This design comes from an exercise in tuning for small area and a short achievable clock period on the open sky130 flow, not from production work.
RTL that was checked went through simulation tests only; none was proved equivalent to the original.
For run 5, only the layout was checked, not whether the RTL still works.
Power and IR drop assume default switching activity.

==> design.v <==
module bus_trace_card #(
  parameter int DATAWIDTH    = 16,
  parameter int CTRLWIDTH    = 14,
  parameter int DEPTH        = 64,
  parameter int POST_TRIGGER = 16
) (
  input  logic                             clk,
  input  logic                             rst_n,
  input  logic [DATAWIDTH-1:0]             data,
  input  logic [DATAWIDTH-1:0]             addr,
  input  logic [CTRLWIDTH-1:0]             ctrl,
  input  logic                             rd_req,
  output logic                             rd_valid,
  output logic [2*DATAWIDTH+CTRLWIDTH-1:0] rd_data,
  input  logic                             arm,
  input  logic [DATAWIDTH-1:0]             trig_addr,
  input  logic [DATAWIDTH-1:0]             trig_mask,
  output logic [$clog2(DEPTH):0]           count,
  output logic                             armed,
  output logic                             triggered,
  output logic                             done
);
  localparam int AW = $clog2(DEPTH);
  localparam int CW = AW + 1;
  localparam int EW = 2*DATAWIDTH + CTRLWIDTH;
  localparam int PW = (POST_TRIGGER > 1) ? $clog2(POST_TRIGGER) : 1;
  localparam logic [PW-1:0] POST_LAST = PW'((POST_TRIGGER == 0) ? 0 : POST_TRIGGER - 1);
  logic          post;         
  logic [AW-1:0] wr_ptr;       
  logic [AW-1:0] rd_ptr;       
  logic [PW-1:0] post_cnt;
  logic [EW-1:0] mem [DEPTH];
  logic [EW-1:0] sample;
  logic [EW-1:0] last_entry;
  logic          first_sample;
  logic          match;
  logic          qualify;
  logic          wr_en;
  logic          rd_en;
  logic          full;
  logic          wr_pend;      
  assign sample  = {addr, data, ctrl};
  assign match   = ((addr ^ trig_addr) & trig_mask) == '0;
  assign full    = count[AW];
  assign qualify = (armed || post) &&
                   (first_sample || (sample != last_entry) || (armed && match));
  assign wr_en   = qualify && !arm;
  assign rd_en   = done && rd_req && (count != '0) && !arm;
  always_ff @(posedge clk) begin
    last_entry <= sample;
  end
  always_ff @(posedge clk or negedge rst_n) begin
    if (!rst_n) begin
      first_sample <= 1'b1;
      wr_pend      <= 1'b0;
    end else begin
      first_sample <= arm;
      wr_pend      <= wr_en;
    end
  end
  for (genvar i = 0; i < DEPTH; i++) begin : g_row
    always_ff @(posedge clk) begin
      if (wr_pend && (wr_ptr == AW'(i + 1))) begin
        mem[i] <= last_entry;
      end
    end
  end
  logic [EW-1:0] rd_word;
  always_comb begin
    rd_word = '0;
    for (int i = 0; i < DEPTH; i++) begin
      if (rd_ptr == AW'(i)) rd_word = rd_word | mem[i];
    end
  end
  always_ff @(posedge clk or negedge rst_n) begin
    if (!rst_n) begin
      armed     <= 1'b0;
      post      <= 1'b0;
      triggered <= 1'b0;
      done      <= 1'b0;
      wr_ptr    <= '0;
      rd_ptr    <= '0;
      post_cnt  <= '0;
      count     <= '0;
      rd_valid  <= 1'b0;
      rd_data   <= '0;
    end else if (arm) begin
      armed     <= 1'b1;
      post      <= 1'b0;
      triggered <= 1'b0;
      done      <= 1'b0;
      wr_ptr    <= '0;
      rd_ptr    <= '0;
      post_cnt  <= '0;
      count     <= '0;
      rd_valid  <= 1'b0;
    end else begin
      rd_valid <= rd_en;
      if (wr_en) begin
        wr_ptr <= wr_ptr + AW'(1);
        if (full) rd_ptr <= rd_ptr + AW'(1);
        else      count  <= count + CW'(1);
        if (post) post_cnt <= post_cnt + PW'(1);
        if (armed && match) begin
          armed     <= 1'b0;
          triggered <= 1'b1;
          if (POST_TRIGGER == 0) done <= 1'b1;
          else                   post <= 1'b1;
        end
        if (post && (post_cnt == POST_LAST)) begin
          post <= 1'b0;
          done <= 1'b1;
        end
      end
      if (rd_en) begin
        rd_data <= rd_word;
        rd_ptr  <= rd_ptr + AW'(1);
        count   <= count - CW'(1);
      end
    end
  end
endmodule
==> run.sh <==
#!/bin/bash
# synth_recipe.tcl (not shown) runs the flow's synth.tcl, then flattens the netlist and writes it again
# the make line also repeats each setting of config.mk as NAME=value (left out here)
make -C /OpenROAD-flow-scripts/flow DESIGN_CONFIG=/design/flow/config.mk WORK_HOME=/design/flow/orfs CLKGATE_MAP_FILE= SYNTH_SCRIPT=/design/flow/synth_recipe.tcl finish
==> config.mk <==
export PLATFORM = sky130hd
export DESIGN_NAME = bus_trace_card
export DESIGN_NICKNAME = bus_trace_card
export VERILOG_FILES = /design/flow/design.v
export SDC_FILE = /design/flow/constraint.sdc
export NUM_CORES = 4
export LEC_CHECK = 0
export CAP_MARGIN = 20
export CORE_MARGIN = 2
export CORE_UTILIZATION = 40
export SLEW_MARGIN = 20
==> constraint.sdc <==
create_clock -name core_clock -period 5.0 [get_ports {clk}]
set_input_delay 1.0000 -clock core_clock [delete_from_list [all_inputs] [get_ports {clk}]]
set_output_delay 1.0000 -clock core_clock [all_outputs]
set_load 0.01 [all_outputs]
==> results of run 1 <==
==> layer usage <==
layer	wire, um	global-route usage, %	vias up
met5	238	0.294	-
met1	162000	44.6	37638
met2	203000	48.5	8289
li1	-	-	26433
met3	86900	12.8	1866
met4	35700	19.7	20
==> cell usage after synthesis, types with 3 or more instances <==
cell type	count	area [um^2]
edfxtp_1	2944	88400
a22oi_1	1429	10700
nand2_1	422	1580
clkbuf_1	280	1050
nand4_1	187	1170
nor2_1	174	653
nor3_1	114	571
dfrtp_1	75	1880
nor4_1	71	444
xor2_1	65	569
dfxtp_1	46	921
nand3_1	44	220
a21oi_1	31	155
mux2_2	28	315
inv_1	16	60.1
a22o_1	13	114
buf_2	13	65.1
a222oi_1	12	120
ha_1	12	150
o21ai_0	11	55.1
a41oi_1	9	78.8
nand3b_1	9	67.6
or3_1	8	50.1
a221oi_1	7	61.3
and3_1	6	37.5
nor2b_1	6	37.5
a2111oi_0	5	43.8
mux2_1	5	56.3
nand2b_1	5	31.3
o32a_1	5	50.1
or3b_1	5	43.8
o21a_1	4	30.0
o21ai_1	4	20.0
mux2i_1	3	30.0
o211ai_1	3	22.5
or4_1	3	22.5
xnor2_1	3	26.3
==> flip-flops by register name (all words and copies together) (netlist names) <==
register and cells:
wr_pend 1, triggered 1, count 7, post_cnt 4, done 1, post 1
rd_valid 1, rd_data 46, wr_ptr 6, first_sample 1, last_entry 46, rd_ptr 6
mem 2944, armed 1
==> kinds of logic (layout without fill, tap and decap cells) <==
logic type                 after synthesis  in the layout  synth area share [%]
AOI/OAI and AO/OA                     1548           1548                  10.6
xor gates and xnor gates                68             68                 0.540
adders and majority gates               12             12                 0.136
buffers and inverters                  311           1115                  1.08
DFF                                   3066           3066                  82.8
muxes                                   36             36                 0.364
other                                    0             21                     0
and+or+nand+nor                       1064           1064                  4.55
==> worst max-delay path by stage <==
stage               from     endpoint  slack [ps]  depth (start not counted)
2_1_floorplan  wr_ptr[4]    mem[3][0]        1350                          4
3_3_place_gp     addr[0]    wr_ptr[5]         360                         11
3_5_place_dp     addr[0]    rd_ptr[5]         530                         10
4_1_cts        rd_ptr[0]  rd_data[28]        1230                         11
5_1_grt        rd_ptr[1]  rd_data[18]        1010                         10
6_report       rd_ptr[0]  rd_data[28]         950                         11
==> metrics by stage <==
step / util [%] / cell area, um^2 / worst slack (ps) / hold slack (ps)
after floorplan: - / 110000 / 1350 / 517
after global placement: 43.8 / 120000 / 359 / 492
after detailed placement: 43.9 / 120000 / 532 / 501
after CTS: 47.4 / 130000 / 1230 / 496
after global routing: 47.4 / 130000 / 1010 / 511
final: 47.5 / 130000 / 952 / 510
==> power by group through the flow <==
stage               clock network, mW  registers (mW)  logic, mW
floorplan                           0            29.0      0.178
global placement                    0            28.9      0.936
detailed placement                  0            28.9      0.970
CTS                              22.5            28.3      0.973
global route                     23.5            28.3       1.03
finish                           22.7            28.3       1.01
==> area by class of cell <==
type                    count  area (um^2)
diodes                     21         52.6
clock buffers             407         8370
clock inverters           137         1220
fillers                 22684       144000
inverters                  16         62.6
multi-input cells        2728        18800
flip-flops and latches   3066        91300
well taps                3589         4490
repair buffers            555         5650
==> critical path: stages (launching register included) <==
cell      delay [ps]
dfrtp_1          440
inv_1            150
ha_1             270
nand3b_1         350
nor2_4          1070
buf_4            600
buf_4            370
a22o_1           190
a221oi_1          50
nand3_1          130
nor3_1            50
a41oi_1          200
==> repair_timing <==
item / in CTS / in global routing
gates resized for setup: 0 / 0
setup buffers: 0 / 0
setup endpoints to repair: 0 / 0
hold buffers: 1 / 0
hold endpoints to repair: 15 / 0
==> summary.md, run 1 <==
| Metric | Value |
|---|---|
| Status | `complete, no violations` |
| Final Wtd Congestion | `0.914` |
| Worst skew pair latency | `970 ps` |
| CTS max path bufs | `4` |
| WP data arrival | `slightly below 5000 ps` |
| R2R cell count | `11` |
| Pwr Total | `52.0 mW` |
| Seq cells post-synth | `3066` |
| Wirelength, routed | `487000 um` |
| Row cnt | `192` |
| Async S/R FF share, synth | `2.48%` |
| Hold path endpoint | `rd_data[5]` |
| Slew Viols, Final | `0` |
| CTS tree | `yes` |
| Detail Placement HPWL | `267000 um` |
| Starting Density | `40.2%` |
| First-pass GRT wire length | `between 600000 and 700000 um` |
| Logic pwr share | `1.9%` |
| Initial antenna violation count | `26` |
| Via count | `74246` |
| Type of destination of the critical path | `flop` |
| Num CTS Buffers | `314` |
| R2R Path Start | `rd_ptr[0]` |
| Part of the cycle the worst path needs | `81.0%` |
| HP Class | `flop to flop` |
| Nets | `6775` |
| Worst-path clk slew | `around 60 ps` |
| Total grt overflow | `0` |
| Post-Layout Cell Count | `10519` |
| IO buf count | `138` |
| Kind of critical path | `flop to flop` |
| Max_cap viols | `0` |
| Post-Route Skew | `74.5 ps` |
| Final setup fails | `0` |
| Clock Power Share | `43.6%` |
| Most common cell after layout, fill and taps aside | `edfxtp_1` |
| P_leak | `41.7 nW` |
| Root Buffer | `clkbuf_16` |
| Post-synth EDFFs | `2944` |
| Most frequent cells in the layout | `2944 x edfxtp_1, 1429 x a22oi_1, 422 x nand2_1` |
| Int Power | `~41 mW` |
| WL per Instance | `approximately 46 um` |
| Worst hold start | `rd_data[5]` |
| I/O pin count | `139` |
| Post-synthesis average cell area | `18.1 um^2` |
| Register area share after synthesis | `82.8%` |
| Critical Path Fanout Max | `16` |
| Max Fclk | `247 MHz` |
| Antenna viol nets, final | `0` |
| Pwr/cell area | `400 nW/um^2` |
| All-Layer GR Usage | `34.1%` |
| Slew @ Worst Pin | `1340 ps` |
| CP required | `a little under 6000 ps` |
| Share of cells above drive strength 1 | `15.2%` |
| Core box area | `about 270000 um^2` |
| Via/cell ratio | `7.06` |
| Switching share of power | `20.6%` |
| Final Critical Period | `a little over 4000 ps` |
| Yosys cell types | `just over 60` |
| Worst reg2reg endpoint | `rd_data[28]` |
| CP Launch Type | `flop` |
| H-tree depth | `5` |
| Cell count after synthesis | `6105` |
| P_sw | `between 10 and 15 mW` |
| Starting DRT DRC Count | `roughly 17000` |
| Ys Warns | `2` |
| R2r setup slk | `950 ps` |
| First drt pass iteration count | `7` |
| Worst VDD drop | `0.420 mV` |
| Worst hold path depth | `1` |
| Die H | `529 um` |
| Relative slew slack | `10.4%` |
| Layout area overhead | `17.9%` |
| Die area | `280000 um^2` |
| TNS Setup | `0 ps` |
| Vias in the first global route | `66939` |
| Largest net degree at the start of global routing | `67` |
| Die outline width | `529 um` |
| RSZ-0062 raised after global routing | `false` |
| Dominant synthesized flop cell | `edfxtp_1` |
| # DRC | `0` |
| Placed cells | `9953` |
| Reg power frac | `a little over half` |
| # clock sinks | `between 3000 and 4000` |
| Mapped Area | `110000 um^2` |
| Final hold viol count | `0` |
| Mapped Nets | `6199` |
==> run 2: changes to the inputs <==
--- a/design.v
+++ b/design.v
@@ -29,3 +29,3 @@
   logic [AW-1:0] wr_ptr;       
-  logic [AW-1:0] rd_ptr;       
+  logic [DEPTH-1:0] rd_sel;    
   logic [PW-1:0] post_cnt;
@@ -60,5 +60,9 @@
   end
+  logic [DEPTH-1:0] wr_dec;    
+  always_comb begin
+    for (int i = 0; i < DEPTH; i++) wr_dec[i] = (wr_ptr == AW'(i));
+  end
   for (genvar i = 0; i < DEPTH; i++) begin : g_row
     always_ff @(posedge clk) begin
-      if (wr_pend && (wr_ptr == AW'(i + 1))) begin
+      if (wr_pend && wr_dec[i]) begin
         mem[i] <= last_entry;
@@ -71,4 +75,14 @@
     for (int i = 0; i < DEPTH; i++) begin
-      if (rd_ptr == AW'(i)) rd_word = rd_word | mem[i];
+      if (rd_sel[i]) rd_word = rd_word | mem[i];
     end
+  end
+  logic [DEPTH-1:0] done_sel;
+  logic             will_be_full;
+  assign will_be_full = count[AW] || (count[AW-1:0] == '1);
+  assign done_sel = !will_be_full ? DEPTH'(1) :
+                    wr_pend       ? {wr_dec[DEPTH-3:0], wr_dec[DEPTH-1:DEPTH-2]} :
+                                    {wr_dec[DEPTH-2:0], wr_dec[DEPTH-1]};
+  always_ff @(posedge clk) begin
+    if (!done)      rd_sel <= done_sel;
+    else if (rd_en) rd_sel <= {rd_sel[DEPTH-2:0], rd_sel[DEPTH-1]};
   end
@@ -81,3 +95,2 @@
       wr_ptr    <= '0;
-      rd_ptr    <= '0;
       post_cnt  <= '0;
@@ -92,3 +105,2 @@
       wr_ptr    <= '0;
-      rd_ptr    <= '0;
       post_cnt  <= '0;
@@ -98,6 +110,5 @@
       rd_valid <= rd_en;
+      if (wr_pend) wr_ptr <= wr_ptr + AW'(1);
       if (wr_en) begin
-        wr_ptr <= wr_ptr + AW'(1);
-        if (full) rd_ptr <= rd_ptr + AW'(1);
-        else      count  <= count + CW'(1);
+        if (!full) count <= count + CW'(1);
         if (post) post_cnt <= post_cnt + PW'(1);
@@ -116,3 +127,2 @@
         rd_data <= rd_word;
-        rd_ptr  <= rd_ptr + AW'(1);
         count   <= count - CW'(1);
==> flow/run.sh (new file) <==
#!/bin/bash
# The standard ORFS layout (the standard.sh, standard synthesis unchanged), with two changes:
# - the port buffers are buf_4 cells instead of the flow's default delay-cell choice;
# - the resizer may swap a cell for any equivalent cell, not only one of the same footprint,
#   so it can resize those port buffers.
# make's full output goes to layout.log in this folder; each ORFS step's log is under orfs/logs/.
set -euo pipefail
export BUFFER_PORTS_ARGS="-buffer_cell sky130_fd_sc_hd__buf_4"
bash standard.sh MATCH_CELL_FOOTPRINT=0 finish > layout.log 2>&1
==> standard.sh (new file) <==
#!/bin/bash
# synth_recipe.tcl (not shown) runs the flow's synth.tcl, then flattens the netlist and writes it again
# the make line also repeats each setting of config.mk as NAME=value (left out here)
make -C /OpenROAD-flow-scripts/flow DESIGN_CONFIG=/design/flow/config.mk WORK_HOME=/design/flow/orfs CLKGATE_MAP_FILE= SYNTH_SCRIPT=/design/flow/synth_recipe.tcl "${@:-finish}"
--- a/config.mk
+++ b/config.mk
@@ -9,3 +9,5 @@
 export CORE_MARGIN = 2
-export CORE_UTILIZATION = 40
+export CORE_UTILIZATION = 55
+export PLACE_DENSITY = 0.66
+export SETUP_SLACK_MARGIN = 2.5
 export SLEW_MARGIN = 20
removed: run.sh
==> run 2 against run 1 <==
  * Utilization increased by 18 points
  * Power increased by 2.3%
  * Clock power increased by 3%
  * Flip-flop and latch count increased by 58
  * Synthesized area increased by 1.8%
  * First-iteration DRC count increased by 5.1%
  * Worst hold slack got worse by 370 ps
  * Non-clock buffer count increased by 179
  * Clock skew decreased by 11 ps
  * Global-route usage increased by 11 points
  * Via count increased by 3.4%
  * Routed wire length increased by 0.64%
  * Critical path type is now flop to output port
  * Highest routed layer unchanged
==> summary.md, run 2 <==
| Metric | Value |
|---|---|
| Status | `complete, no violations (unchanged)` |
| HP Class | `primary input to flop (was flop to flop)` |
| # DRC | `0 (unchanged)` |
| Relative slew slack | `21.0% (was 10.4%)` |
| Final setup fails | `0 (unchanged)` |
| H-tree depth | `5 (unchanged)` |
| Detail Placement HPWL | `240000 um (was 267000 um)` |
| Most common cell after layout, fill and taps aside | `edfxtp_1 (unchanged)` |
| RSZ-0062 raised after global routing | `true (was false)` |
| Worst Path Buf+Inv | `1 (was 3)` |
| Post-synthesis average cell area | `19.3 um^2 (was 18.1 um^2)` |
| R2R cell count | `6 (was 11)` |
| Part of the cycle the worst path needs | `54.7% (was 81.0%)` |
| Share of cells above drive strength 1 | `20.9% (was 15.2%)` |
| WL met2 | `196000 um (was 203000 um)` |
| First drt pass iteration count | `9 (was 7)` |
| Seq cells post-synth | `3124 (was 3066)` |
| Worst path top cell family by delay | `flip-flops (was simple AND/OR/NAND/NOR gates)` |
| Worst-path clk slew | `60 ps (about the same)` |
| Yosys cell types | `60 (was 61)` |
| CP Launch Type | `flop (unchanged)` |
| Most frequent cells in the layout | `3008 x edfxtp_1, 737 x a22o_1, 713 x a221oi_1 (was 2944 x edfxtp_1, 1429 x a22oi_1, 422 x nand2_1)` |
| Starting Density | `55.4% (was 40.2%)` |
| Cell count after synthesis | `5811 (was 6105)` |
| WL met1 | `146000 um (was 162000 um)` |
| Final hold viol count | `0 (unchanged)` |
| # clock sinks | `3124 (was 3066)` |
| R2r setup slk | `2380 ps (was 950 ps)` |
| Nets | `6584 (was 6775)` |
| Max Fclk | `366 MHz (was 247 MHz)` |
| Share of the synthesized area in the top cell type | `80.5% (was 80.2%)` |
| Max FFs per register | `2944 (unchanged)` |
| Post-synth EDFFs | `3008 (was 2944)` |
| CP Cell Sequence | `buf_6 (was inv_1 > ha_1 > nand3b_1 > nor2_4 > buf_4 > buf_4 > a22o_1 > a221oi_1 > nand3_1 > nor3_1 > a41oi_1)` |
| Antenna viol nets, final | `0 (unchanged)` |
| Mapped Area | `112000 um^2 (was 110000 um^2)` |
| WP data arrival | `1730 ps (was 4900 ps)` |
| Root Buffer | `clkbuf_16 (unchanged)` |
| Worst VDD drop | `0.398 mV (was 0.420 mV)` |
| CP endpoint | `rd_data[41] (was rd_data[28])` |
| Num CTS Buffers | `321 (was 314)` |
| Die H | `456 um (was 529 um)` |
| Ys Warns | `2 (unchanged)` |
| Slew @ Worst Pin | `1180 ps (was 1340 ps)` |
| Pwr Total | `53.2 mW (was 52.0 mW)` |
| Reg with most FFs | `mem (unchanged)` |
| Largest registers | `mem (2944), rd_sel (64) (was mem (2944), last_entry (46), rd_data (46))` |
| Largest net degree at the start of global routing | `88 (was 67)` |
| Worst skew pair latency | `970 ps (about the same)` |
| Die outline width | `456 um (was 529 um)` |
| TNS Setup | `0 ps (unchanged)` |
| Layout area overhead | `19.0% (was 17.9%)` |
| Register area share after synthesis | `82.9% (was 82.8%)` |
| Top Metal Used | `met5 (unchanged)` |
| Wirelength, routed | `490000 um (was 487000 um)` |
| Top cells by area in the synthesized netlist | `edfxtp_1 80%, a221oi_1 5.8%, a22o_1 5.8%, dfrtp_1 1.5%, nand4_1 1.1% (was edfxtp_1 80%, a22oi_1 9.7%, dfrtp_1 1.7%, nand2_1 1.4%, nand4_1 1.1%)` |
| Met3 wire length | `100000 um (was 86900 um)` |
| Count leader, synth | `edfxtp_1 (unchanged)` |
| Via/cell ratio | `8.15 (was 7.06)` |
| Cell area after layout | `133000 um^2 (was 130000 um^2)` |
| CTS max path bufs | `4 (unchanged)` |
| Final Critical Period | `2730 ps (was 4050 ps)` |
| Type of destination of the critical path | `output port (was flop)` |
| First-pass GRT wire length | `625000 um (was 629000 um)` |
| IO buf count | `138 (unchanged)` |
| Commonest cells in the netlist | `3008 x edfxtp_1, 737 x a221oi_1, 737 x a22o_1, 271 x clkbuf_1, 190 x nand4_1 (was 2944 x edfxtp_1, 1429 x a22oi_1, 422 x nand2_1, 280 x clkbuf_1, 187 x nand4_1)` |
| Slew Viols, Final | `0 (unchanged)` |
| Initial antenna violation count | `27 (was 26)` |
| All-Layer GR Usage | `45.6% (was 34.1%)` |
| Core box area | `203000 um^2 (was 274000 um^2)` |
| Mapped Nets | `5901 (was 6199)` |
| CP required | `4000 ps (was 5860 ps)` |
| Final Wtd Congestion | `0.948 (was 0.914)` |
| Max_cap viols | `0 (unchanged)` |
| CP max stage delay | `600 ps (was 1070 ps)` |
| Via count | `76799 (was 74246)` |
| R2R Path Start | `wr_ptr[0] (was rd_ptr[0])` |
| Placed cells | `8595 (was 9953)` |
| WP depth | `1 (was 11)` |
| Total grt overflow | `0 (unchanged)` |
| Vias in the first global route | `68828 (was 66939)` |
| Worst reg2reg endpoint | `mem[15][19] (was rd_data[28])` |
| Critical Path Source | `rd_data[41] (was rd_ptr[0])` |
| P_leak | `43.3 nW (was 41.7 nW)` |
| Die area | `208000 um^2 (was 280000 um^2)` |
| CTS tree | `yes (unchanged)` |
| WL per Instance | `52.0 um (was 46.3 um)` |
| I/O pin count | `139 (unchanged)` |
| Row cnt | `165 (was 192)` |
| Post-Layout Cell Count | `9427 (was 10519)` |
| Critical Path Fanout Max | `2 (was 16)` |
| Kind of critical path | `flop to output port (was flop to flop)` |
| Async S/R FF share, synth | `2.24% (was 2.48%)` |
| Post-Route Skew | `63.1 ps (was 74.5 ps)` |
| Dominant synthesized flop cell | `edfxtp_1 (unchanged)` |
| Pwr/cell area | `399 nW/um^2 (was 400 nW/um^2)` |
| Worst hold start | `data[0] (was rd_data[5])` |
| Post-Place Cell Area | `119000 um^2 (was 120000 um^2)` |
| Crit-path slowest cell | `dfrtp_2 (was nor2_4)` |
| Leading area contributor after synthesis | `edfxtp_1 (unchanged)` |
| Starting DRT DRC Count | `17979 (was 17106)` |
run 2: cell types whose count changed after synthesis, moves of 76 or more:
cell / change
a221oi_1: +730
a22o_1: +724
a22oi_1: -1423
buf_1: +99
nand2_1: -286
nor2_1: -76
nor3_1: -108
run 2: per-layer routing:
layer	vias up	GRT usage [%]
met5	-	0.643
met4	36	30.5
met3	2705	19.5
met2	9896	62.9
met1	37725	58.7
li1	26437	-
run 2: report_power, final:
group | leakage (nW) | internal [mW] | switching (mW) | total (mW)
Clock | 4.88 | 13.3 | 9.99 | 23.3
Sequential | 28.6 | 28.8 | 0.0491 | 28.8
Combinational | 9.79 | 0.282 | 0.803 | 1.09
run 2: cell type report:
class	instances	area [um^2]
Timing Repair Buffer	734	7940
Fill cell	13106	69000
Tap cell	2672	3340
Multi-Input combinational cell	2302	19000
Antenna cell	24	60.1
Clock inverter	151	1260
Inverter	11	45.0
Sequential cell	3124	93100
Clock buffer	409	8700
run 2: worst min path at each step:
| stage | slack [ps] | endpoint | depth (start not counted) |
|---|---|---|---|
| final | 140 | last_entry[14] | 1 |
| after global routing | 130 | last_entry[14] | 1 |
| after CTS | 120 | last_entry[14] | 1 |
| after detailed placement | 480 | rd_data[19] | 2 |
| after global placement | 470 | rd_data[13] | 2 |
| after floorplan | 510 | rd_data[36] | 2 |
run 2: through the flow:
| step | util [%] | worst slack, ps | hold slack, ps |
|---|---|---|---|
| after global routing | 65.9 | 2290 | 129 |
| after floorplan | - | 2040 | 512 |
| after detailed placement | 58.9 | 1200 | 477 |
| after CTS | 65.2 | 2350 | 118 |
| after global placement | 58.9 | 1190 | 468 |
| final | 65.9 | 2270 | 143 |
run 2: repair_timing:
| item | in CTS | in global routing |
|---|---|---|
| pin swaps | 50 | 34 |
| hold endpoints to repair | 14 | 0 |
| cloned | 9 | 21 |
| hold buffers | 1 | 0 |
| setup buffers | 168 | 49 |
| resized for setup | 283 | 129 |
| setup endpoints to repair | 2863 | 551 |
run 2: cells by family after synthesis:
family          count (synthesis)  synth area share, %
compound gates               1686                 12.7
xor+xnor                       65                0.507
fa+ha+maj                       8               0.0892
buf+inv                       386                 1.30
flops                        3124                 82.9
mux                             4               0.0401
simple gates                  538                 2.48
==> run 3: changes to the inputs <==
--- a/config.mk
+++ b/config.mk
@@ -10,2 +10,4 @@
 export CORE_UTILIZATION = 55
+export CTS_CLUSTER_DIAMETER = 60
+export CTS_CLUSTER_SIZE = 20
 export PLACE_DENSITY = 0.66
==> run 3 against run 2 <==
  * Still clean on timing, DRC and antenna
  * Flip-flop and latch count unchanged
  * Synthesized area unchanged
  * Critical path depth increased by 5
  * Setup slack got worse by 34 ps
  * Synthesized cell count unchanged
  * Power decreased by 12%
  * Routed wire length decreased by 0.23%
  * Count of clock-buffer cells in the layout decreased by 131
  * Sequential share of layout area increased by 2.3 points
  * Maximum frequency decreased by 1.2%
  * Critical endpoint is now rd_data[13]
  * Largest cell class unchanged
  * Largest power group unchanged
==> summary.md, run 3 <==
| Metric | Value |
|---|---|
| Clock Power Share | `36.0% (was 43.8%)` |
| Reg with most FFs | `mem (unchanged)` |
| Mapped Area | `112000 um^2 (unchanged)` |
| Post-synth EDFFs | `3008 (unchanged)` |
| Final hold viol count | `0 (unchanged)` |
| Simple-gate portion of the synthesized area | `2.48% (unchanged)` |
| Layout area overhead | `15.3% (was 19.0%)` |
| Worst reg2reg endpoint | `rd_data[13] (was mem[15][19])` |
| Fillcell total | `13530 (was 13106)` |
| Cell count after synthesis | `5811 (unchanged)` |
| I/O pin count | `139 (unchanged)` |
| R2R cell count | `6 (unchanged)` |
| Row cnt | `165 (unchanged)` |
| RSZ-0062 raised after global routing | `true (unchanged)` |
| Register area share after synthesis | `82.9% (unchanged)` |
| Antenna viol nets, final | `0 (unchanged)` |
| Share of the synthesized area in the top cell type | `80.5% (unchanged)` |
| Starting DRT DRC Count | `19042 (was 17979)` |
| Wirelength, routed | `489000 um (was 490000 um)` |
| Kind of critical path | `flop to flop (was flop to output port)` |
| Logic pwr share | `2.4% (was 2.0%)` |
| Worst path top cell family by delay | `compound AO/OA/AOI/OAI gates (was flip-flops)` |
| Top cells by area in the synthesized netlist | `edfxtp_1 80%, a221oi_1 5.8%, a22o_1 5.8%, dfrtp_1 1.5%, nand4_1 1.1% (unchanged)` |
| Part of the cycle the worst path needs | `55.3% (was 54.7%)` |
| # DRC | `0 (unchanged)` |
| IO buf count | `138 (unchanged)` |
| WL per Instance | `53.1 um (was 52.0 um)` |
| CP Cell Sequence | `buf_12 > a22o_1 > a221oi_1 > nand4_1 > nor4_4 > o21ai_0 (was buf_6)` |
| Seq cells post-synth | `3124 (unchanged)` |
| Worst Path Buf+Inv | `1 (unchanged)` |
| Post-Route Skew | `67.9 ps (was 63.1 ps)` |
| Largest family of logic cells by synthesized area | `compound AO/OA/AOI/OAI gates (unchanged)` |
| Vias in the first global route | `66900 (was 68828)` |
| Pwr/cell area | `361 nW/um^2 (was 399 nW/um^2)` |
| Starting Density | `55.4% (unchanged)` |
| Detail Placement HPWL | `240000 um (unchanged)` |
| Die H | `456 um (unchanged)` |
| Max FFs per register | `2944 (unchanged)` |
| Relative slew slack | `26.0% (was 21.0%)` |
| Slew @ Worst Pin | `1100 ps (was 1180 ps)` |
| Share of cells above drive strength 1 | `18.6% (was 20.9%)` |
| R2r setup slk | `2230 ps (was 2380 ps)` |
| Final Critical Period | `2770 ps (was 2730 ps)` |
| Compound-Gate Fraction of Synth Area | `12.7% (unchanged)` |
| WL met2 | `195000 um (was 196000 um)` |
| Critical Path Fanout Max | `39 (was 2)` |
| Type of destination of the critical path | `flop (was output port)` |
| CTS max path bufs | `3 (was 4)` |
| Largest registers | `mem (2944), rd_sel (64) (unchanged)` |
| CP required | `5740 ps (was 4000 ps)` |
| Count leader, synth | `edfxtp_1 (unchanged)` |
| Worst-path clk slew | `80 ps (was 60 ps)` |
| Max Fclk | `362 MHz (was 366 MHz)` |
| Async S/R FF share, synth | `2.24% (unchanged)` |
| Int Power | `36.9 mW (was 42.4 mW)` |
| Via/cell ratio | `8.28 (was 8.15)` |
| WL met1 | `146000 um (about the same)` |
| Worst skew pair latency | `910 ps (was 970 ps)` |
| Switching share of power | `20.9% (was 20.4%)` |
| Commonest cells in the netlist | `3008 x edfxtp_1, 737 x a221oi_1, 737 x a22o_1, 271 x clkbuf_1, 190 x nand4_1 (unchanged)` |
| Nets | `6430 (was 6584)` |
| Reg power frac | `61.7% (was 54.1%)` |
| Largest net degree at the start of global routing | `88 (unchanged)` |
| Num CTS Buffers | `188 (was 321)` |
| Worst hold slack | `32.6 ps (was 143 ps)` |
| Multiplexer area fraction after synthesis | `0.0401% (unchanged)` |
| Status | `complete, no violations (unchanged)` |
| WP data arrival | `3500 ps (was 1730 ps)` |
| CTS tree | `yes (unchanged)` |
| Top Metal Used | `met5 (unchanged)` |
| Leading area contributor after synthesis | `edfxtp_1 (unchanged)` |
| Via count | `76157 (was 76799)` |
| First-pass GRT wire length | `617000 um (was 625000 um)` |
| CP Launch Type | `flop (unchanged)` |
| CP max stage delay | `580 ps (was 600 ps)` |
| R2R Path Start | `rd_sel[54] (was wr_ptr[0])` |
| XOR/XNOR share of the synthesized area | `0.507% (unchanged)` |
| Root Buffer | `clkbuf_16 (unchanged)` |
| Mapped Nets | `5901 (unchanged)` |
| Crit-path slowest cell | `edfxtp_1 (was dfrtp_2)` |
| # clock sinks | `3124 (unchanged)` |
| P_sw | `9.74 mW (was 10.8 mW)` |
| Post-synthesis adder-cell area fraction | `0.0892% (unchanged)` |
| Dominant synthesized flop cell | `edfxtp_1 (unchanged)` |
| Ys Warns | `2 (unchanged)` |
| Die area | `208000 um^2 (unchanged)` |
| Total grt overflow | `0 (unchanged)` |
| Most frequent cells in the layout | `3008 x edfxtp_1, 737 x a22o_1, 716 x a221oi_1 (was 3008 x edfxtp_1, 737 x a22o_1, 713 x a221oi_1)` |
| First drt pass iteration count | `10 (was 9)` |
| HP Class | `primary input to asynchronous set/reset pin (was primary input to flop)` |
| H-tree depth | `4 (was 5)` |
| Met3 wire length | `101000 um (was 100000 um)` |
| Yosys cell types | `60 (unchanged)` |
| Worst VDD drop | `0.419 mV (was 0.398 mV)` |
| Core box area | `203000 um^2 (unchanged)` |
| Initial antenna violation count | `28 (was 27)` |
| TNS Setup | `0 ps (unchanged)` |
| Slew Viols, Final | `0 (unchanged)` |
| Post-synthesis average cell area | `19.3 um^2 (unchanged)` |
| All-Layer GR Usage | `45.0% (was 45.6%)` |
| Most common cell after layout, fill and taps aside | `edfxtp_1 (unchanged)` |
| Final setup fails | `0 (unchanged)` |
| Die outline width | `456 um (unchanged)` |
| Max_cap viols | `0 (unchanged)` |
| Final Wtd Congestion | `0.948 (unchanged)` |
| P_leak | `41.1 nW (was 43.3 nW)` |
run 3: cell counts after synthesis:
No cell type changed its count.
run 3: cell type report:
cell class	instances	area, um^2	area share [%]
Sequential cell	3124	93100	72.0
Clock inverter	61	828	0.640
Multi-Input combinational cell	2302	19000	14.7
Clock buffer	278	5170	3.99
Antenna cell	41	103	0.0793
Tap cell	2672	3340	2.59
Inverter	11	41.3	0.0319
Timing Repair Buffer	713	7690	5.94
run 3: worst reg2reg max path, stage by stage (launching register included):
cell,delay [ps]
edfxtp_1,580
buf_12,270
a22o_1,570
a221oi_1,310
nand4_1,290
nor4_4,450
o21ai_0,140
run 3: power groups by stage:
stage	clock network (mW)	registers, mW	logic (mW)
final	16.8	28.8	1.11
after global routing	17.5	28.8	1.11
after CTS	16.5	28.8	0.936
after detailed placement	0	29.4	0.863
after global placement	0	29.4	0.844
after floorplan	0	29.5	0.200
run 3: cells by family after synthesis:
logic type	Yosys count
AO/OA/AOI/OAI	1686
XOR/XNOR	65
adder cells (fa/ha/maj)	8
buffers and inverters	386
flip-flops	3124
multiplexers	4
AND/OR/NAND/NOR	538
run 3: worst max-delay path by stage:
stage / to / depth (start not counted) / slack (ps) / from
final: rd_data[13] / 6 / 2230 / rd_sel[54]
after global routing: rd_data[41] / 1 / 2360 / rd_data[41]
after CTS: rd_data[41] / 1 / 2400 / rd_data[41]
after detailed placement: count[3] / 8 / 1200 / ctrl[12]
after global placement: count[3] / 8 / 1190 / ctrl[12]
after floorplan: rd_sel[19] / 6 / 2040 / wr_ptr[1]
run 3: what timing repair did:
action,in CTS,in global routing
hold buffers,0,0
endpoints found under the setup margin,2898,614
pin swaps,47,31
setup buffers,139,48
gates cloned,8,32
resized for setup,258,107
run 3: per-stage QoR:
step / instances / total power, mW / util [%] / setup WS [ps] / area [um^2]
floorplan: 5811 / 29.7 / - / 2040 / 113000
global route: 9163 / 47.4 / 63.8 / 2360 / 129000
global placement: 8593 / 30.2 / 58.9 / 1190 / 119000
detailed placement: 8595 / 30.2 / 58.9 / 1200 / 119000
finish: 9202 / 46.7 / 63.9 / 2230 / 129000
CTS: 9081 / 46.3 / 63.1 / 2400 / 128000
run 3: metal layers:
layer	vias up	track usage, %
met5	-	0.689
met4	26	28.6
met3	2662	18.3
met2	9855	62.7
met1	37581	58.8
li1	26033	-
==> run 4: changes to the inputs <==
--- a/design.v
+++ b/design.v
@@ -28,2 +28,5 @@
   logic          post;         
+  logic          armed_q;
+  logic          done_q;
+  logic [CW-1:0] count_q;
   logic [AW-1:0] wr_ptr;       
@@ -43,7 +46,7 @@
   assign match   = ((addr ^ trig_addr) & trig_mask) == '0;
-  assign full    = count[AW];
-  assign qualify = (armed || post) &&
-                   (first_sample || (sample != last_entry) || (armed && match));
+  assign full    = count_q[AW];
+  assign qualify = (armed_q || post) &&
+                   (first_sample || (sample != last_entry) || (armed_q && match));
   assign wr_en   = qualify && !arm;
-  assign rd_en   = done && rd_req && (count != '0) && !arm;
+  assign rd_en   = done_q && rd_req && (count_q != '0) && !arm;
   always_ff @(posedge clk) begin
@@ -80,3 +83,3 @@
   logic             will_be_full;
-  assign will_be_full = count[AW] || (count[AW-1:0] == '1);
+  assign will_be_full = count_q[AW] || (count_q[AW-1:0] == '1);
   assign done_sel = !will_be_full ? DEPTH'(1) :
@@ -85,3 +88,3 @@
   always_ff @(posedge clk) begin
-    if (!done)      rd_sel <= done_sel;
+    if (!done_q)    rd_sel <= done_sel;
     else if (rd_en) rd_sel <= {rd_sel[DEPTH-2:0], rd_sel[DEPTH-1]};
@@ -91,2 +94,3 @@
       armed     <= 1'b0;
+      armed_q   <= 1'b0;
       post      <= 1'b0;
@@ -94,2 +98,3 @@
       done      <= 1'b0;
+      done_q    <= 1'b0;
       wr_ptr    <= '0;
@@ -97,2 +102,3 @@
       count     <= '0;
+      count_q   <= '0;
       rd_valid  <= 1'b0;
@@ -101,2 +107,3 @@
       armed     <= 1'b1;
+      armed_q   <= 1'b1;
       post      <= 1'b0;
@@ -104,2 +111,3 @@
       done      <= 1'b0;
+      done_q    <= 1'b0;
       wr_ptr    <= '0;
@@ -107,2 +115,3 @@
       count     <= '0;
+      count_q   <= '0;
       rd_valid  <= 1'b0;
@@ -112,13 +121,22 @@
       if (wr_en) begin
-        if (!full) count <= count + CW'(1);
+        if (!full) begin
+          count   <= count_q + CW'(1);
+          count_q <= count_q + CW'(1);
+        end
         if (post) post_cnt <= post_cnt + PW'(1);
-        if (armed && match) begin
+        if (armed_q && match) begin
           armed     <= 1'b0;
+          armed_q   <= 1'b0;
           triggered <= 1'b1;
-          if (POST_TRIGGER == 0) done <= 1'b1;
-          else                   post <= 1'b1;
+          if (POST_TRIGGER == 0) begin
+            done   <= 1'b1;
+            done_q <= 1'b1;
+          end else begin
+            post   <= 1'b1;
+          end
         end
         if (post && (post_cnt == POST_LAST)) begin
-          post <= 1'b0;
-          done <= 1'b1;
+          post   <= 1'b0;
+          done   <= 1'b1;
+          done_q <= 1'b1;
         end
@@ -127,3 +145,4 @@
         rd_data <= rd_word;
-        count   <= count - CW'(1);
+        count   <= count_q - CW'(1);
+        count_q <= count_q - CW'(1);
       end
==> run 4 against run 3 <==
  * Clock skew shrank 25 ps
  * Sequential power is essentially flat
  * Non-clock buffer count shrank 11
  * Largest cell class unchanged
  * Maximum frequency shrank 16%
  * Count of clock-buffer cells in the layout grew 14
  * Flip-flop and latch count grew 7
  * Combinational power shrank 8%
  * Routed wire length shrank 2.1%
  * Critical path depth grew 4
  * First-iteration DRC count shrank 7.6%
  * Register-to-register slack lost 530 ps
==> summary.md, run 4 <==
| Metric | Value |
|---|---|
| Status | `complete, no violations (unchanged)` |
| CP Launch Type | `flop (unchanged)` |
| WL per Instance | `52.0 um (was 53.1 um)` |
| CP dominant cell by count | `buf_6` |
| Kind of critical path | `flop to flop (unchanged)` |
| Post-synth EDFFs | `3008 (unchanged)` |
| Top Metal Used | `met5 (unchanged)` |
| Critical Path Fanout Max | `5 (was 39)` |
| Largest registers | `mem (2944), rd_sel (64) (unchanged)` |
| Share of cells above drive strength 1 | `18.6% (about the same)` |
| Share of the synthesized area in the top cell type | `80.4% (was 80.5%)` |
| Max_cap viols | `0 (unchanged)` |
| Layout area overhead | `14.9% (was 15.3%)` |
| Via/cell ratio | `8.20 (was 8.28)` |
| Core box area | `203000 um^2 (unchanged)` |
| Starting Density | `55.5% (was 55.4%)` |
| Final setup fails | `0 (unchanged)` |
| Met3 wire length | `95600 um (was 101000 um)` |
| # DRC | `0 (unchanged)` |
| Final hold viol count | `0 (unchanged)` |
| Total grt overflow | `0 (unchanged)` |
| Type of destination of the critical path | `flop (unchanged)` |
| Root Buffer | `clkbuf_16 (unchanged)` |
| Vias in the first global route | `67668 (was 66900)` |
| Antenna viol nets, final | `0 (unchanged)` |
| Initial antenna violation count | `24 (was 28)` |
| Row cnt | `165 (unchanged)` |
| Worst setup margin | `1710 ps (was 2230 ps)` |
| CTS tree | `yes (unchanged)` |
| Worst Path Buf+Inv | `3 (was 1)` |
| H-tree depth | `4 (unchanged)` |
| CP required | `5750 ps (was 5740 ps)` |
| Max Fclk | `304 MHz (was 362 MHz)` |
| Count leader, synth | `edfxtp_1 (unchanged)` |
| WL met2 | `194000 um (was 195000 um)` |
| HP Class | `primary input to asynchronous set/reset pin (unchanged)` |
| Top cells by area in the synthesized netlist | `edfxtp_1 80%, a22o_1 5.0%, a221oi_1 4.5%, a22oi_1 2.2%, dfrtp_1 1.7% (was edfxtp_1 80%, a221oi_1 5.8%, a22o_1 5.8%, dfrtp_1 1.5%, nand4_1 1.1%)` |
| Most frequent cells in the layout | `3008 x edfxtp_1, 637 x a22o_1, 555 x a221oi_1 (was 3008 x edfxtp_1, 737 x a22o_1, 716 x a221oi_1)` |
| Post-Route Skew | `43.1 ps (was 67.9 ps)` |
| WP data arrival | `4040 ps (was 3500 ps)` |
| Pwr/cell area | `362 nW/um^2 (was 361 nW/um^2)` |
| Worst VDD drop | `0.386 mV (was 0.419 mV)` |
| Mapped Area | `112000 um^2 (about the same)` |
| First drt pass iteration count | `9 (was 10)` |
| Starting DRT DRC Count | `17596 (was 19042)` |
| Worst path top cell family by delay | `simple AND/OR/NAND/NOR gates (was compound AO/OA/AOI/OAI gates)` |
| I/O pin count | `139 (unchanged)` |
| Wirelength, routed | `479000 um (was 489000 um)` |
| P_leak | `41.1 nW (about the same)` |
| Max FFs per register | `2944 (unchanged)` |
| Worst skew pair latency | `900 ps (was 910 ps)` |
| Relative slew slack | `18.8% (was 26.0%)` |
| R2R cell count | `10 (was 6)` |
| RSZ-0062 raised after global routing | `true (unchanged)` |
| Largest net degree at the start of global routing | `67 (was 88)` |
| Via count | `75460 (was 76157)` |
| Most common cell after layout, fill and taps aside | `edfxtp_1 (unchanged)` |
| Die area | `208000 um^2 (about the same)` |
| Setup WS pre-CTS | `862 ps (was 1200 ps)` |
| Post-synthesis average cell area | `19.2 um^2 (was 19.3 um^2)` |
| Leading area contributor after synthesis | `edfxtp_1 (unchanged)` |
| CTS max path bufs | `3 (unchanged)` |
| Yosys cell types | `51 (was 60)` |
| Part of the cycle the worst path needs | `65.8% (was 55.3%)` |
| Register area share after synthesis | `82.9% (about the same)` |
| Die H | `456 um (about the same)` |
| WL met1 | `145000 um (was 146000 um)` |
| Worst-path clk slew | `80 ps (about the same)` |
| Commonest cells in the netlist | `3008 x edfxtp_1, 637 x a22o_1, 575 x a221oi_1, 331 x a22oi_1, 298 x clkbuf_1 (was 3008 x edfxtp_1, 737 x a221oi_1, 737 x a22o_1, 271 x clkbuf_1, 190 x nand4_1)` |
| Detail Placement HPWL | `245000 um (was 240000 um)` |
| Final Wtd Congestion | `0.884 (was 0.948)` |
| All-Layer GR Usage | `45.1% (was 45.0%)` |
| Cell count after synthesis | `5843 (was 5811)` |
| CP max stage delay | `560 ps (was 580 ps)` |
| Async S/R FF share, synth | `2.46% (was 2.24%)` |
| Dominant synthesized flop cell | `edfxtp_1 (unchanged)` |
| Die outline width | `456 um (about the same)` |
| Final Critical Period | `3290 ps (was 2770 ps)` |
| CP Cell Sequence | `xor2_1 > buf_6 > nor4_4 > nand4_1 > buf_6 > or4_4 > buf_6 > o21ai_4 > nor2_4 > mux2_2 (was buf_12 > a22o_1 > a221oi_1 > nand4_1 > nor4_4 > o21ai_0)` |
| Slew @ Worst Pin | `1220 ps (was 1100 ps)` |
| Ys Warns | `2 (unchanged)` |
| Seq cells post-synth | `3131 (was 3124)` |
| Slew Viols, Final | `0 (unchanged)` |
| WP depth | `10 (was 6)` |
| Num CTS Buffers | `189 (was 188)` |
| Crit-path slowest cell | `nand4_1 (was edfxtp_1)` |
| Nets | `6437 (was 6430)` |
| # clock sinks | `3131 (was 3124)` |
| Mapped Nets | `5934 (was 5901)` |
| First-pass GRT wire length | `619000 um (was 617000 um)` |
| TNS Setup | `0 ps (unchanged)` |
| Reg with most FFs | `mem (unchanged)` |
| IO buf count | `138 (unchanged)` |
## run 4: metrics by stage
| step | std cells | utilization (%) | hold WS, ps | power, mW | cell area (um^2) |
|---|---|---|---|---|---|
| after floorplan | 5843 | - | 476 | 29.8 | 113000 |
| after global placement | 8635 | 59.0 | 469 | 30.3 | 120000 |
| after detailed placement | 8650 | 59.2 | 472 | 30.3 | 120000 |
| after CTS | 9152 | 63.3 | 183 | 46.4 | 128000 |
| after global routing | 9181 | 63.7 | 208 | 47.4 | 129000 |
| final | 9203 | 63.7 | 220 | 46.7 | 129000 |
## run 4: final timing paths
kind | start | endpoint | slack, ps
setup / recovery | last_entry[14] | post_cnt[2] | 1710
hold / removal | rst_n | rd_data[12] | 220
setup reg to reg | last_entry[14] | post_cnt[2] | 1710
hold reg to reg | rd_data[15] | rd_data[15] | 480
max in group asynchronous | rst_n | wr_pend | 3600
min in group core_clock | ctrl[13] | last_entry[13] | 220
## run 4: repair_timing
action	CTS	global route
resized for setup	214	102
pin swaps	54	34
hold buffers	0	0
setup buffers	139	20
cloned	12	6
setup endpoints to repair	2497	781
## run 4: logic make-up (layout without fill, tap and decap cells)
kind of cell / after synthesis / in the layout / share of synthesized area, %
xor gates and xnor gates: 66 / 66 / 0.515
DFF: 3131 / 3131 / 82.9
buffers and inverters: 405 / 1066 / 1.36
muxes: 10 / 10 / 0.102
adders and majority gates: 9 / 9 / 0.100
other: 0 / 25 / 0
AOI/OAI and AO/OA: 1692 / 1692 / 12.5
and+or+nand+nor: 530 / 532 / 2.52
## run 4: power by group
part           total [mW]  switching [mW]  leakage [nW]  internal, mW
clock network        16.9            8.75          2.93          8.11
registers            28.9          0.0765          28.7          28.8
logic                1.02           0.768          9.46         0.247
## run 4: cell type report
class,instances,area (um^2)
fill,13554,73400
clock buffer,292,5300
clock inverter,59,761
sequential,3131,93300
antenna,25,62.6
multi-input combinational,2309,19000
timing repair buffer,702,7310
tap,2672,3340
inverter,13,51.3
## run 4: routing by layer
layer	global-route usage [%]	up-vias
met5	0.964	-
met4	29.8	34
met3	19.3	2338
met2	62.3	9349
met1	58.0	37700
li1	-	26039
==> run 5: changes to the inputs <==
==> design.v (replaced) <==
module bus_trace_card #(
  parameter int DATAWIDTH    = 16,
  parameter int CTRLWIDTH    = 14,
  parameter int DEPTH        = 64,
  parameter int POST_TRIGGER = 16
) (
  input  logic                             clk,
  input  logic                             rst_n,
  input  logic [DATAWIDTH-1:0]             data,
  input  logic [DATAWIDTH-1:0]             addr,
  input  logic [CTRLWIDTH-1:0]             ctrl,
  input  logic                             rd_req,
  output logic                             rd_valid,
  output logic [2*DATAWIDTH+CTRLWIDTH-1:0] rd_data,
  input  logic                             arm,
  input  logic [DATAWIDTH-1:0]             trig_addr,
  input  logic [DATAWIDTH-1:0]             trig_mask,
  output logic [$clog2(DEPTH):0]           count,
  output logic                             armed,
  output logic                             triggered,
  output logic                             done
);
  localparam int AW = $clog2(DEPTH);
  localparam int CW = AW + 1;
  localparam int EW = 2*DATAWIDTH + CTRLWIDTH;
  localparam logic [1:0] S_IDLE  = 2'd0;
  localparam logic [1:0] S_ARMED = 2'd1;
  localparam logic [1:0] S_POST  = 2'd2;
  localparam logic [1:0] S_DONE  = 2'd3;
  localparam logic [AW-1:0] POST_LAST = AW'((POST_TRIGGER == 0) ? 0 : POST_TRIGGER - 1);
  localparam logic [CW-1:0] COUNT_MAX = CW'(DEPTH);
  logic [1:0]    state;
  logic [AW-1:0] wr_ptr;
  logic [AW-1:0] rd_ptr;
  logic [AW-1:0] post_cnt;
  logic [EW-1:0] mem [DEPTH];
  logic [EW-1:0] sample;
  logic          match;
  logic          capturing;
  logic          qualify;
  logic          wr_en;
  logic          enter_done;
  logic [CW-1:0] count_inc;
  assign sample    = {addr, data, ctrl};
  assign match     = ((addr ^ trig_addr) & trig_mask) == '0;
  assign capturing = (state == S_ARMED) || (state == S_POST);
  logic [EW-1:0] last_entry;
  logic          first_sample;
  assign qualify = capturing &&
                   (first_sample || (sample != last_entry) || ((state == S_ARMED) && match));
  always_ff @(posedge clk or negedge rst_n) begin
    if (!rst_n) begin
      last_entry   <= '0;
      first_sample <= 1'b1;
    end else if (arm) begin
      first_sample <= 1'b1;
    end else if (wr_en) begin
      last_entry   <= sample;
      first_sample <= 1'b0;
    end
  end
  assign wr_en     = qualify && !arm;
  assign count_inc = (count == COUNT_MAX) ? count : count + CW'(1);
  assign enter_done = wr_en &&
                      (((state == S_ARMED) && match && (POST_TRIGGER == 0)) ||
                       ((state == S_POST) && (post_cnt == POST_LAST)));
  always_ff @(posedge clk) begin
    if (wr_en) begin
      mem[wr_ptr] <= sample;
    end
  end
  always_ff @(posedge clk or negedge rst_n) begin
    if (!rst_n) begin
      state    <= S_IDLE;
      wr_ptr   <= '0;
      rd_ptr   <= '0;
      post_cnt <= '0;
      count    <= '0;
      rd_valid <= 1'b0;
      rd_data  <= '0;
    end else if (arm) begin
      state    <= S_ARMED;
      wr_ptr   <= '0;
      post_cnt <= '0;
      count    <= '0;
      rd_valid <= 1'b0;
    end else begin
      rd_valid <= 1'b0;
      if (wr_en) begin
        wr_ptr   <= wr_ptr + AW'(1);
        count    <= count_inc;
        post_cnt <= (state == S_POST) ? post_cnt + AW'(1) : '0;
      end
      if (enter_done) begin
        state  <= S_DONE;
        rd_ptr <= wr_ptr + AW'(1) - count_inc[AW-1:0];
      end else if (wr_en && (state == S_ARMED) && match) begin
        state <= S_POST;
      end
      if ((state == S_DONE) && rd_req && (count != '0)) begin
        rd_data  <= mem[rd_ptr];
        rd_valid <= 1'b1;
        rd_ptr   <= rd_ptr + AW'(1);
        count    <= count - CW'(1);
      end
    end
  end
  assign armed     = (state == S_ARMED);
  assign triggered = (state == S_POST) || (state == S_DONE);
  assign done      = (state == S_DONE);
endmodule
==> run.sh (new file) <==
#!/bin/bash
# synth_recipe.tcl (not shown) runs the flow's synth.tcl, then flattens the netlist and writes it again
# the make line also repeats each setting of config.mk as NAME=value (left out here)
make -C /OpenROAD-flow-scripts/flow DESIGN_CONFIG=/design/flow/config.mk WORK_HOME=/design/flow/orfs CLKGATE_MAP_FILE= SYNTH_SCRIPT=/design/flow/synth_recipe.tcl finish
--- a/config.mk
+++ b/config.mk
@@ -9,7 +9,3 @@
 export CORE_MARGIN = 2
-export CORE_UTILIZATION = 55
-export CTS_CLUSTER_DIAMETER = 60
-export CTS_CLUSTER_SIZE = 20
-export PLACE_DENSITY = 0.66
-export SETUP_SLACK_MARGIN = 2.5
+export CORE_UTILIZATION = 40
 export SLEW_MARGIN = 20
removed: flow/run.sh
removed: standard.sh
==> run 5 against run 4 <==
  * Still clean
  * Critical endpoint is now mem[3][4]
  * Global-route usage fell by 25 points
  * Utilization down 17 points
  * Via count fell by 27%
  * Largest power group unchanged
  * Routed wire length fell by 36%
  * Sequential power fell by 1%
  * Sequential share of layout area down 5.4 points
  * Critical path type is now primary input to flop
  * Clock skew is 9.1 ps higher
  * Maximum frequency down 21%
==> summary.md, run 5 <==
| Metric | Value |
|---|---|
| R2R cell count | `10 (unchanged)` |
| Share of the synthesized area in the top cell type | `75.0% (was 80.4%)` |
| Mapped Nets | `4967 (was 5934)` |
| CTS max path bufs | `4 (was 3)` |
| Type of destination of the critical path | `flop (unchanged)` |
| Final setup fails | `0 (unchanged)` |
| Pwr/cell area | `397 nW/um^2 (was 362 nW/um^2)` |
| RSZ-0062 raised after global routing | `false (was true)` |
| Worst Path Buf+Inv | `4 (was 3)` |
| CTS tree | `yes (unchanged)` |
| Final hold viol count | `0 (unchanged)` |
| Slew Viols, Final | `0 (unchanged)` |
| Ys Warns | `1 (was 2)` |
| Share of cells above drive strength 1 | `33.2% (was 18.6%)` |
| CP Cell Sequence | `clkdlybuf4s50_1 > xor2_1 > a22oi_1 > nand4_1 > a2111oi_4 > buf_4 > o21ai_4 > or3_1 > buf_4 > nor2_4 > buf_4 (was xor2_1 > buf_6 > nor4_4 > nand4_1 > buf_6 > or4_4 > buf_6 > o21ai_4 > nor2_4 > mux2_2)` |
| CP Launch Type | `primary input (was flop)` |
| Quantity of gates resized following cts | `0 (was 214)` |
| Row cnt | `199 (was 165)` |
| Clock Power Share | `41.8% (was 36.1%)` |
| Pwr Total | `54.3 mW (was 46.7 mW)` |
| Reg with most FFs | `mem (unchanged)` |
| Antenna viol nets, final | `0 (unchanged)` |
| Starting Density | `40.2% (was 55.5%)` |
| Commonest cells in the netlist | `2944 x edfxtp_1, 920 x mux4_2, 160 x clkbuf_1, 120 x dfrtp_1, 92 x mux2_2 (was 3008 x edfxtp_1, 637 x a22o_1, 575 x a221oi_1, 331 x a22oi_1, 298 x clkbuf_1)` |
| Die H | `547 um (was 456 um)` |
| Largest net degree at the start of global routing | `104 (was 67)` |
| Layout area overhead | `16.0% (was 14.9%)` |
| P_sw | `11.7 mW (was 9.60 mW)` |
| Nets | `5425 (was 6437)` |
| Max_cap viols | `0 (unchanged)` |
| Largest registers | `mem (2944), last_entry (46), rd_data (46) (was mem (2944), rd_sel (64))` |
| Logic pwr share | `5.8% (was 2.2%)` |
| Most frequent cells in the layout | `2944 x edfxtp_1, 920 x mux4_2, 324 x clkbuf_16 (was 3008 x edfxtp_1, 637 x a22o_1, 555 x a221oi_1)` |
| First-pass GRT wire length | `433000 um (was 619000 um)` |
| P_leak | `42.6 nW (was 41.1 nW)` |
| Count leader, synth | `edfxtp_1 (unchanged)` |
| Post-Layout Cell Count | `9497 (was 9203)` |
| Vias in the first global route | `55076 (was 67668)` |
| Status | `complete, no violations (unchanged)` |
| Int Power | `42.6 mW (was 37.1 mW)` |
| Switching share of power | `21.5% (was 20.5%)` |
| Worst hold path depth | `1` |
| CP required | `5530 ps (was 5750 ps)` |
| Dominant synthesized flop cell | `edfxtp_1 (unchanged)` |
| Critical Path Fanout Max | `25 (was 5)` |
| Reg power frac | `52.4% (was 61.8%)` |
| Total grt overflow | `0 (unchanged)` |
| Worst-path clk slew | `60 ps (was 80 ps)` |
| Worst path top cell family by delay | `simple AND/OR/NAND/NOR gates (unchanged)` |
| Post-synthesis average cell area | `24.2 um^2 (was 19.2 um^2)` |
| Mapped Area | `118000 um^2 (was 112000 um^2)` |
| Kind of critical path | `primary input to flop (was flop to flop)` |
| Wirelength, routed | `308000 um (was 479000 um)` |
| Max FFs per register | `2944 (unchanged)` |
| Crit-path slowest cell | `nor2_4 (was nand4_1)` |
| Via/cell ratio | `5.79 (was 8.20)` |
| Num CTS Buffers | `316 (was 189)` |
| Post-CTS setup buffer count | `0 (was 139)` |
| Yosys cell types | `56 (was 51)` |
| Initial antenna violation count | `32 (was 24)` |
| Seq cells post-synth | `3065 (was 3131)` |
| Root Buffer | `clkbuf_16 (unchanged)` |
| Worst skew pair latency | `890 ps (was 900 ps)` |
| CTS Hold Buffers Added | `1 (was 0)` |
| Register area share after synthesis | `77.5% (was 82.9%)` |
| HP Class | `flop to flop (was primary input to asynchronous set/reset pin)` |
| Top cells by area in the synthesized netlist | `edfxtp_1 75%, mux4_2 18%, dfrtp_1 2.5%, mux2_2 0.88%, clkbuf_1 0.51% (was edfxtp_1 80%, a22o_1 5.0%, a221oi_1 4.5%, a22oi_1 2.2%, dfrtp_1 1.7%)` |
| Final Wtd Congestion | `0.827 (was 0.884)` |
| Async S/R FF share, synth | `3.95% (was 2.46%)` |
| Max Fclk | `239 MHz (was 304 MHz)` |
| CP dominant cell by count | `buf_4 (was buf_6)` |
| I/O pin count | `139 (unchanged)` |
| H-tree depth | `5 (was 4)` |
| # clock sinks | `3065 (was 3131)` |
| Starting DRT DRC Count | `6768 (was 17596)` |
| WP depth | `11 (was 10)` |
| Final Critical Period | `4180 ps (was 3290 ps)` |
| Slew @ Worst Pin | `1150 ps (was 1220 ps)` |
| IO buf count | `138 (unchanged)` |
| Leading area contributor after synthesis | `edfxtp_1 (unchanged)` |
| First drt pass iteration count | `6 (was 9)` |
| Cell count after synthesis | `4871 (was 5843)` |
| CP max stage delay | `840 ps (was 560 ps)` |
| Detail Placement HPWL | `195000 um (was 245000 um)` |
| Die area | `299000 um^2 (was 208000 um^2)` |
| Core box area | `294000 um^2 (was 203000 um^2)` |
| Most common cell after layout, fill and taps aside | `edfxtp_1 (unchanged)` |
| Part of the cycle the worst path needs | `83.6% (was 65.8%)` |
| # DRC | `0 (unchanged)` |
| R2r setup slk | `950 ps (was 1710 ps)` |
| WP data arrival | `4710 ps (was 4040 ps)` |
| Post-Route Skew | `52.2 ps (was 43.1 ps)` |
| WL per Instance | `32.4 um (was 52.0 um)` |
| Via count | `54958 (was 75460)` |
| Die outline width | `547 um (was 456 um)` |
| Relative slew slack | `23.5% (was 18.8%)` |
| Post-synth EDFFs | `2944 (was 3008)` |
| Placed cells | `8929 (was 8650)` |
| All-Layer GR Usage | `20.4% (was 45.1%)` |
| Worst VDD drop | `0.296 mV (was 0.386 mV)` |
run 5: changes by cell type in the layout (fill, tap and decap cells not counted), moves of 64 or more:
cell,change
a221oi_1,-554
clkdlybuf4s50_1,+91
mux2_2,+89
a22o_1,-636
clkbuf_16,+113
mux4_2,+920
edfxtp_1,-64
buf_4,-311
nand4_1,-179
a22oi_1,-325
run 5: area by class of cell:
class | instances | area, um^2
clock inverters | 164 | 1480
well taps | 3919 | 4900
diodes | 8 | 20.0
clock buffers | 395 | 8390
multi-input cells | 1507 | 26000
fillers | 23736 | 157000
repair buffers | 418 | 4450
flip-flops and latches | 3065 | 91500
inverters | 21 | 78.8
run 5: power by group through the flow:
stage	logic [mW]	clock network (mW)	registers, mW
2_1_floorplan	1.60	0	28.9
3_3_place_gp	3.17	0	29.0
3_5_place_dp	3.20	0	29.0
4_1_cts	3.21	23.1	28.5
5_1_grt	3.33	24.1	28.5
6_report	3.16	22.7	28.5
run 5: kinds of logic (layout without fill, tap and decap cells):
group                    count (synthesis)  count (layout)  synth area share [%]
flip-flops                            3065            3065                  77.5
adder cells (fa/ha/maj)                 14              14                 0.155
XOR/XNOR                                70              70                 0.520
buffers and inverters                  299             998                  1.03
multiplexers                          1062            1062                  18.9
other                                    0               8                     0
AND/OR/NAND/NOR                        239             239                  1.07
AO/OA/AOI/OAI                          122             122                 0.820
run 5: through the flow:
| step | TNS (ps) | setup slack, ps | cell area, um^2 | hold WS (ps) | utilization, % |
|---|---|---|---|---|---|
| 6_report | 0 | 821 | 137000 | 508 | 46.6 |
| 2_1_floorplan | -1013270 | -659 | 118000 | 472 | - |
| 4_1_cts | 0 | 732 | 137000 | 460 | 46.6 |
| 5_1_grt | 0 | 655 | 137000 | 474 | 46.6 |
| 3_5_place_dp | -4550 | -163 | 127000 | 498 | 43.2 |
| 3_3_place_gp | -35790 | -261 | 127000 | 492 | 43.2 |
run 5: per-layer routing:
metal	routed length, um	vias to the layer above	track usage (%)
met5	119	-	0
met4	9000	18	5.75
met1	127000	30349	29.1
met3	24500	422	3.84
met2	147000	2174	32.2
li1	-	21995	-
run 5: final timing paths:
| path | start | to |
|---|---|---|
| worst max register to register | state[1] | mem[3][4] |
| worst max-delay path | trig_addr[10] | mem[3][4] |
| worst min-delay path | last_entry[23] | last_entry[23] |
| worst min register to register | last_entry[23] | last_entry[23] |
| min in group asynchronous | rst_n | last_entry[28] |
| max in group asynchronous | rst_n | rd_data[4] |
run 5: worst register-to-register path, cell delays in order (launching register included):
cell       delay [ps]
dfrtp_1           520
inv_1             110
ha_1              210
nand4_1           150
a2111oi_4         560
buf_4             230
o21ai_4            70
or3_1             410
buf_4             190
nor2_4            840
buf_4             420

[re-timing with driven ports]
No port has a modelled driver above. Below, the same layouts with a new extraction and two added sets of constraints. Step 1 sets driving cells, clkbuf_16 on the clock port and buf_2 on the other inputs (assumed; they add their load-dependent delay and slew). Step 2 times the ports against the registers' clock, not the clock port: input delays grow and output delays shrink by t, the midpoint of the rising clock arrivals with the driver on. Slacks: ideal ports / drivers / drivers and shift; pairs: ideal ports / drivers.
run | t (ns) | setup WS [ns] | hold slack, ns | worst setup path at the end | slew at the worst register clock pin (ns)
run 1 | 1.030 | 0.952 / 0.952 / 0.513 | 0.510 / 0.443 / 0.510 | input to register | 0.07 / 0.07
run 2 | 1.044 | 2.267 / 2.169 / 1.687 | 0.143 / 0.076 / 0.504 | input to register | 0.07 / 0.07
run 3 | 0.978 | 2.234 / 2.234 / 1.657 | 0.033 / -0.035 / 0.491 | input to register | 0.09 / 0.09
run 4 | 0.973 | 1.708 / 1.708 / 0.854 | 0.220 / 0.154 / 0.482 | input to register | 0.09 / 0.09
run 5 | 0.963 | 0.821 / 0.860 / -0.103 | 0.508 / 0.435 / 0.508 | input to register | 0.07 / 0.07
With both steps, setup timing fails in run 5, where it was met with ideal ports. The setup slack of run 5, which loses most, moves by +0.039 ns with the drivers and by -0.924 ns with both steps.
